What follows belongs to an exercise in optimizing a design on an open flow for small area, a short achievable clock period and few clock cycles per item; a production flow would make more cautious choices.
In this exercise RTL edits were held to simulation tests only and were not proved equivalent to the original.
No activity file was given, so power comes from the tool's default toggle rates.

Setup of run 1:
==> flow/design.v <==
package lsu_pkg;
  localparam int word_w         = 64;
  localparam int beat_w         = 512;
  localparam int words_per_beat = beat_w / word_w;
  localparam int num_banks      = 4;
  localparam int addr_w         = 12;
  localparam int rd_latency     = 4;
  localparam int fifo_depth     = 2;
  localparam int cfg_w          = 16;
  typedef logic [word_w-1:0]            word_t;
  typedef logic [beat_w-1:0]            beat_t;
  typedef logic [addr_w-1:0]            addr_t;
  typedef logic [$clog2(num_banks)-1:0] bank_t;
  typedef logic [cfg_w-1:0]             cfg_t;
  typedef struct packed {
    logic [addr_w-1:0] cur;       
    logic [addr_w-1:0] row;       
    logic [addr_w-1:0] seg;       
    logic [1:0]        bank;      
    logic [cfg_w-1:0]  blk_rem;   
    logic [cfg_w-1:0]  j_rem;     
    logic [cfg_w-1:0]  s_rem;     
    logic              bl;        
    logic              jl;        
    logic              sl;        
  } gen_t;
endpackage
module lsu_addr_gen (
  input  lsu_pkg::gen_t g,
  input  lsu_pkg::cfg_t len,
  input  lsu_pkg::cfg_t block_factor,
  input  lsu_pkg::cfg_t seg_stride,
  output lsu_pkg::gen_t g_step
);
  localparam int AW = lsu_pkg::addr_w;
  localparam int CW = lsu_pkg::cfg_w;
  logic [CW-1:0] j_dec, blk_dec, s_dec;
  logic [AW-1:0] cur_inc, seg_sum, gen, prop;
  logic [AW:0]   carry;
  always_comb begin
    for (int i = 0; i < CW; i++) begin
      j_dec[i]   = g.j_rem[i]   ^ ~|(g.j_rem   & ((CW'(1) << i) - CW'(1)));
      blk_dec[i] = g.blk_rem[i] ^ ~|(g.blk_rem & ((CW'(1) << i) - CW'(1)));
      s_dec[i]   = g.s_rem[i]   ^ ~|(g.s_rem   & ((CW'(1) << i) - CW'(1)));
    end
    for (int i = 0; i < AW; i++) begin
      cur_inc[i] = g.cur[i] ^ &(g.cur | ~((AW'(1) << i) - AW'(1)));
    end
    gen  = g.seg & seg_stride[AW-1:0];
    prop = g.seg ^ seg_stride[AW-1:0];
    for (int i = 0; i <= AW; i++) begin
      carry[i] = 1'b0;
      for (int k = 0; k < i; k++) begin
        carry[i] = carry[i] | (gen[k] & &(prop | ~(((AW'(1) << i) - AW'(1)) & ~((AW'(1) << (k + 1)) - AW'(1)))));
      end
    end
    seg_sum = prop ^ carry[AW-1:0];
  end
  always_comb begin
    g_step = g;
    if (g.jl) begin
      g_step.seg     = seg_sum;
      g_step.cur     = g_step.seg;
      g_step.row     = g_step.seg;
      g_step.bank    = 2'd0;
      g_step.blk_rem = block_factor;
      g_step.bl      = (block_factor == CW'(1));
      g_step.j_rem   = len;
      g_step.jl      = (len == CW'(1));
      g_step.s_rem   = s_dec;
      g_step.sl      = (g.s_rem == CW'(2));
    end else begin
      g_step.j_rem = j_dec;
      g_step.jl    = (g.j_rem == CW'(2));
      if (g.bl) begin
        g_step.blk_rem = block_factor;
        g_step.bl      = (block_factor == CW'(1));
        g_step.bank    = g.bank + 1'b1;
        if (g.bank == 2'd3) begin
          g_step.cur = cur_inc;
          g_step.row = cur_inc;
        end else begin
          g_step.cur = g.row;
        end
      end else begin
        g_step.blk_rem = blk_dec;
        g_step.bl      = (g.blk_rem == CW'(2));
        g_step.cur     = cur_inc;
      end
    end
  end
endmodule
module lsu_top (
  input  logic                          clk,
  input  logic                          rst,
  input  lsu_pkg::beat_t                in_data,
  input  logic                          in_valid,
  output logic                          in_ready,
  output lsu_pkg::beat_t                out_data,
  output logic                          out_valid,
  input  logic                          out_ready,
  input  logic                          start,
  input  logic                          store,
  output logic                          done,
  input  lsu_pkg::cfg_t                 len,
  input  lsu_pkg::cfg_t                 seg_count,
  input  lsu_pkg::cfg_t                 block_factor,
  input  lsu_pkg::cfg_t                 seg_stride,
  input  lsu_pkg::cfg_t                 addr_offset,
  output lsu_pkg::addr_t                ram_addr,
  output lsu_pkg::word_t                ram_d,
  output logic                          ram_we,
  output logic [lsu_pkg::num_banks-1:0] ram_ce,
  input  logic [lsu_pkg::num_banks*lsu_pkg::word_w-1:0] ram_q
);
  localparam int AW = lsu_pkg::addr_w;
  localparam int CW = lsu_pkg::cfg_w;
  localparam int WW = lsu_pkg::word_w;
  localparam int RL = lsu_pkg::rd_latency;
  lsu_pkg::gen_t g, g_step, g_init, g_next;
  logic [7:0] wib;            
  logic       is_st;          
  logic       st_run;         
  logic       ld_run;         
  logic       stall;          
  logic       stall_r;        
  logic       wait_dlv;       
  logic       deliver_r;      
  logic       x_last;
  logic       issue, push, resume, deliver;
  logic       done_next;
  logic [RL:0] rv;            
  logic [RL:0] rlb;           
  logic [RL:0] rlx;           
  logic [1:0]  rbk [RL+1];
  logic        out_last;
  logic [WW-1:0] ret_word;
  assign x_last = g.jl & g.sl;
  assign deliver = out_valid & out_ready;
  assign stall   = out_valid & ~out_ready;
  assign issue   = (st_run & in_valid) | (ld_run & ~stall_r & ~wait_dlv);
  assign push    = ld_run & ~stall_r & ~wait_dlv & wib[0];
  assign resume  = wait_dlv & deliver_r;
  lsu_addr_gen i_step (
    .g (g), .len (len), .block_factor (block_factor), .seg_stride (seg_stride),
    .g_step (g_step)
  );
  always_comb begin
    g_init.cur     = addr_offset[AW-1:0];
    g_init.row     = addr_offset[AW-1:0];
    g_init.seg     = addr_offset[AW-1:0];
    g_init.bank    = 2'd0;
    g_init.blk_rem = block_factor;
    g_init.bl      = (block_factor == CW'(1));
    g_init.j_rem   = len;
    g_init.jl      = (len == CW'(1));
    g_init.s_rem   = seg_count;
    g_init.sl      = (seg_count == CW'(1));
  end
  always_ff @(posedge clk) begin
    if (start) begin
      g     <= g_init;
      wib   <= 8'd1;
      is_st <= store;
    end else if (resume) begin
      g   <= g_next;
      wib <= 8'd1;
    end else if (issue) begin
      g   <= g_step;
      wib <= {wib[6:0], wib[7]};
    end
  end
  always_ff @(posedge clk) begin
    if (push) begin
      g_next <= g;
    end
  end
  assign done_next = (st_run & in_valid & x_last) | (deliver & out_last);
  always_ff @(posedge clk) begin
    if (rst) begin
      st_run    <= 1'b0;
      ld_run    <= 1'b0;
      stall_r   <= 1'b0;
      wait_dlv  <= 1'b0;
      deliver_r <= 1'b0;
      done      <= 1'b0;
      in_ready  <= 1'b0;
    end else begin
      if (start) begin
        st_run   <= store;
        ld_run   <= ~store;
        wait_dlv <= 1'b0;
      end else begin
        if (issue & x_last) begin
          st_run <= 1'b0;
          ld_run <= 1'b0;
        end
        if (stall_r & ~out_last) begin
          ld_run   <= 1'b1;
          wait_dlv <= 1'b1;
        end else if (resume) begin
          wait_dlv <= 1'b0;
        end
      end
      stall_r   <= stall;
      deliver_r <= deliver;
      done      <= done_next;
      in_ready  <= ~start & st_run & ~(in_valid & x_last) &
                   (in_valid ? wib[6] : wib[7]);
    end
  end
  logic [WW-1:0] d_sel;
  always_comb begin
    d_sel = '0;
    for (int w = 0; w < 8; w++) d_sel |= in_data[w*WW +: WW] & {WW{wib[w]}};
  end
  always_ff @(posedge clk) begin
    if (rst) begin
      ram_we <= 1'b0;
      ram_ce <= '0;
      rv     <= '0;
      out_valid <= 1'b0;
    end else begin
      if (start) ram_we <= store;
      ram_ce <= issue ? (4'b0001 << g.bank) : 4'b0000;
      rv     <= stall_r ? '0 : {rv[RL-1:0], issue & ~is_st};
      out_valid <= stall | (rv[RL] & rlb[RL]);
    end
  end
  always_ff @(posedge clk) begin
    ram_addr <= g.cur;
    ram_d    <= d_sel;
    rlb      <= {rlb[RL-1:0], wib[7]};
    rlx      <= {rlx[RL-1:0], x_last};
    rbk[0]   <= g.bank;
    for (int i = 1; i <= RL; i++) rbk[i] <= rbk[i-1];
  end
  always_comb begin
    ret_word = '0;
    for (int b = 0; b < 4; b++) ret_word |= ram_q[b*WW +: WW] & {WW{rbk[RL] == 2'(b)}};
  end
  always_ff @(posedge clk) begin
    if (~stall) begin
      out_data <= {ret_word, out_data[lsu_pkg::beat_w-1:WW]};
      out_last <= rlx[RL];
    end
  end
endmodule
export LEC_CHECK = 0
export ABC_CLOCK_PERIOD_IN_PS = 2000
export CAP_MARGIN = 20
export CORE_AREA = 3 3 497 497
export CTS_CLUSTER_DIAMETER = 80
export CTS_CLUSTER_SIZE = 24
export DIE_AREA = 0 0 500 500
export SETUP_SLACK_MARGIN = 3.3
export SLEW_MARGIN = 20
export TNS_END_PERCENT = 5
create_clock -name core_clock -period 5.0 [get_ports {clk}]
standard.sh (not shown) runs the stock make flow with config.mk's settings and CLKGATE_MAP_FILE= SYNTH_SCRIPT=/design/flow/synth_recipe.tcl, a recipe that flattens the netlist after the stock synthesis.
==> flow/flow/run.sh <==
#!/bin/bash
# Standard ORFS layout with two changes: ports get the smallest plain buffer
# (buf_1) instead of the delay buffer buffer_ports picks on its own, and the
# pins of each data bit are grouped on the die edge (flow/pins.tcl).
set -euo pipefail
bash standard.sh \
  "BUFFER_PORTS_ARGS=-buffer_cell sky130_fd_sc_hd__buf_1" \
  "PRE_IO_PLACEMENT_TCL=$PWD/flow/pins.tcl" \
  finish > standard_make.log 2>&1
==> flow/flow/pins.tcl <==
# Bit-slice pin groups: for bit b, the four ram_q words, the eight out_data
# words (in shift order), the eight in_data words and ram_d share one stretch
# of the die edge, so each slice's cells can sit together.
for {set b 0} {$b < 64} {incr b} {
  set names {}
  for {set k 0} {$k < 4} {incr k} { lappend names "ram_q\[[expr {64 * $k + $b}]\]" }
  for {set w 7} {$w >= 0} {incr w -1} { lappend names "out_data\[[expr {64 * $w + $b}]\]" }
  for {set w 0} {$w < 8} {incr w} { lappend names "in_data\[[expr {64 * $w + $b}]\]" }
  lappend names "ram_d\[$b\]"
  set_io_pin_constraint -pin_names $names -group -order
}
Testbench counts of run 1, summed over its fixed seeds: cycles 73,854, items 9,040.
The following lists how run 2 was set up differently from run 1:
diff --git a/flow/flow/run.sh b/flow/flow/run.sh
--- a/flow/flow/run.sh
+++ b/flow/flow/run.sh
@@ -8,0 +9 @@
+  "IO_PLACER_V=met2 met4" \
diff --git a/flow/config.mk b/flow/config.mk
--- a/flow/config.mk
+++ b/flow/config.mk
@@ -8 +7,0 @@
-export ABC_CLOCK_PERIOD_IN_PS = 2000
@@ -10 +9 @@
-export CORE_AREA = 3 3 497 497
+export CORE_AREA = 8 8 392 392
@@ -13,2 +12,2 @@
-export DIE_AREA = 0 0 500 500
-export SETUP_SLACK_MARGIN = 3.3
+export DIE_AREA = 0 0 400 400
+export SETUP_SLACK_MARGIN = 3.0
==> comparison <==
~same minimum hold slack in run 2 and run 1. Diff run 1..run 2 | fraction of registers with async set or reset after synthesis | negligible. In run 2, starting density of the core is higher than in run 1. Compared with run 1, total die area in run 2 decreased by more than a quarter.
Changes in run 3 relative to run 2:
diff --git a/flow/flow/run.sh b/flow/flow/run.sh
--- a/flow/flow/run.sh
+++ b/flow/flow/run.sh
@@ -9 +8,0 @@
-  "IO_PLACER_V=met2 met4" \
diff --git a/flow/config.mk b/flow/config.mk
--- a/flow/config.mk
+++ b/flow/config.mk
@@ -9,4 +9,4 @@
-export CORE_AREA = 8 8 392 392
-export CTS_CLUSTER_DIAMETER = 80
-export CTS_CLUSTER_SIZE = 24
-export DIE_AREA = 0 0 400 400
+export CORE_AREA = 3 3 497 497
+export CTS_CLUSTER_DIAMETER = 60
+export CTS_CLUSTER_SIZE = 20
+export DIE_AREA = 0 0 500 500
Run 3 completed; timing, DRC and antenna clean. Looking at sequential share of layout area across run 2 and run 3, the one that comes out higher is run 2. Run 3 vs run 2 — floorplan die area climbed by more than half. Synthesized area: run 3 vs run 2 identical. Changes observed in run 3 relative to run 2: worst ir drop on vdd decreased by 1.1% relative to the old numbers, clock network area share increased by 1.6 points relative to the old numbers, top achievable clock speed increased by 0.73% relative to the old numbers, utilization decreased by 10 points relative to the old numbers. | layout overhead on the synthesized area | run 3 vs run 2 | 8.3 points higher |. Cell-internal power in run 3 is 1.0 mW higher than in run 2. Run 3 vs. run 2: part of the power in combinational logic fell by 1.0 points; final non-filler cell area rose by about 6%.
Setup changes, run 3 to run 4
diff --git a/flow/config.mk b/flow/config.mk
--- a/flow/config.mk
+++ b/flow/config.mk
@@ -7,0 +8 @@
+export ABC_CLOCK_PERIOD_IN_PS = 2000
@@ -10,2 +11,2 @@
-export CTS_CLUSTER_DIAMETER = 60
-export CTS_CLUSTER_SIZE = 20
+export CTS_CLUSTER_DIAMETER = 80
+export CTS_CLUSTER_SIZE = 24
@@ -13 +14 @@
-export SETUP_SLACK_MARGIN = 3.0
+export SETUP_SLACK_MARGIN = 2.4
==> run notes <==
- From run 3 to run 4 the numbers moved as follows: cell count moved down; worst setup slack moved down; combinational share of power level; final HPWL from detailed placement level.
- Diff run 4..run 3 | count of multi-input combinational gates | negligible
What run 5 does differently from run 4 at the input level:
diff --git a/flow/config.mk b/flow/config.mk
--- a/flow/config.mk
+++ b/flow/config.mk
@@ -14 +14 @@
-export SETUP_SLACK_MARGIN = 2.4
+export SETUP_SLACK_MARGIN = 2.6
Notes after the runs:
- Run 5: flow completed, timing, DRC and antenna clean
- Changes observed in run 5 relative to run 4: combinational cell fraction of total power went up 0.4 points, clock share of power held, total power went up 0.64%.
- Summary of run 5 over run 4: global routing usage on met3 now sits at about the same level; total wire length after detailed routing has remained practically unchanged; detail-routed via count per cell neither gained nor lost much.

-- what the ideal ports hide --
No port has a modelled driver above. Below, the same layouts with a new extraction and two added sets of constraints. Step 1, drivers: a clkbuf_16 drives clk and a buf_2 each remaining input, both assumed. Step 2 also shifts input and output timing later by t, the mid clock arrival at the registers, as if the neighbouring blocks saw the same clock. Three values: ideal, step 1, step 2; two values: the first two.
| run | t, ns | slack for setup (ns) | latest minus earliest clock arrival (ns) | pins driven straight from the clock port |
|---|---|---|---|---|
| run 1 | 0.771 | 2.675 / 2.581 / 1.810 | 0.110 / 0.110 | 1 |
| run 2 | 0.729 | 2.618 / 2.618 / 2.021 | 0.072 / 0.072 | 1 |
| run 3 | 0.775 | 2.635 / 2.613 / 1.876 | 0.078 / 0.078 | 1 |
| run 4 | 0.768 | 2.431 / 2.375 / 1.726 | 0.108 / 0.108 | 1 |
| run 5 | 0.769 | 2.536 / 2.490 / 1.812 | 0.113 / 0.113 | 1 |
After both steps setup and hold are still met in every run listed. For run 1, which loses most, drivers alone change the setup slack by -0.094 ns; drivers and shift together by -0.865 ns.
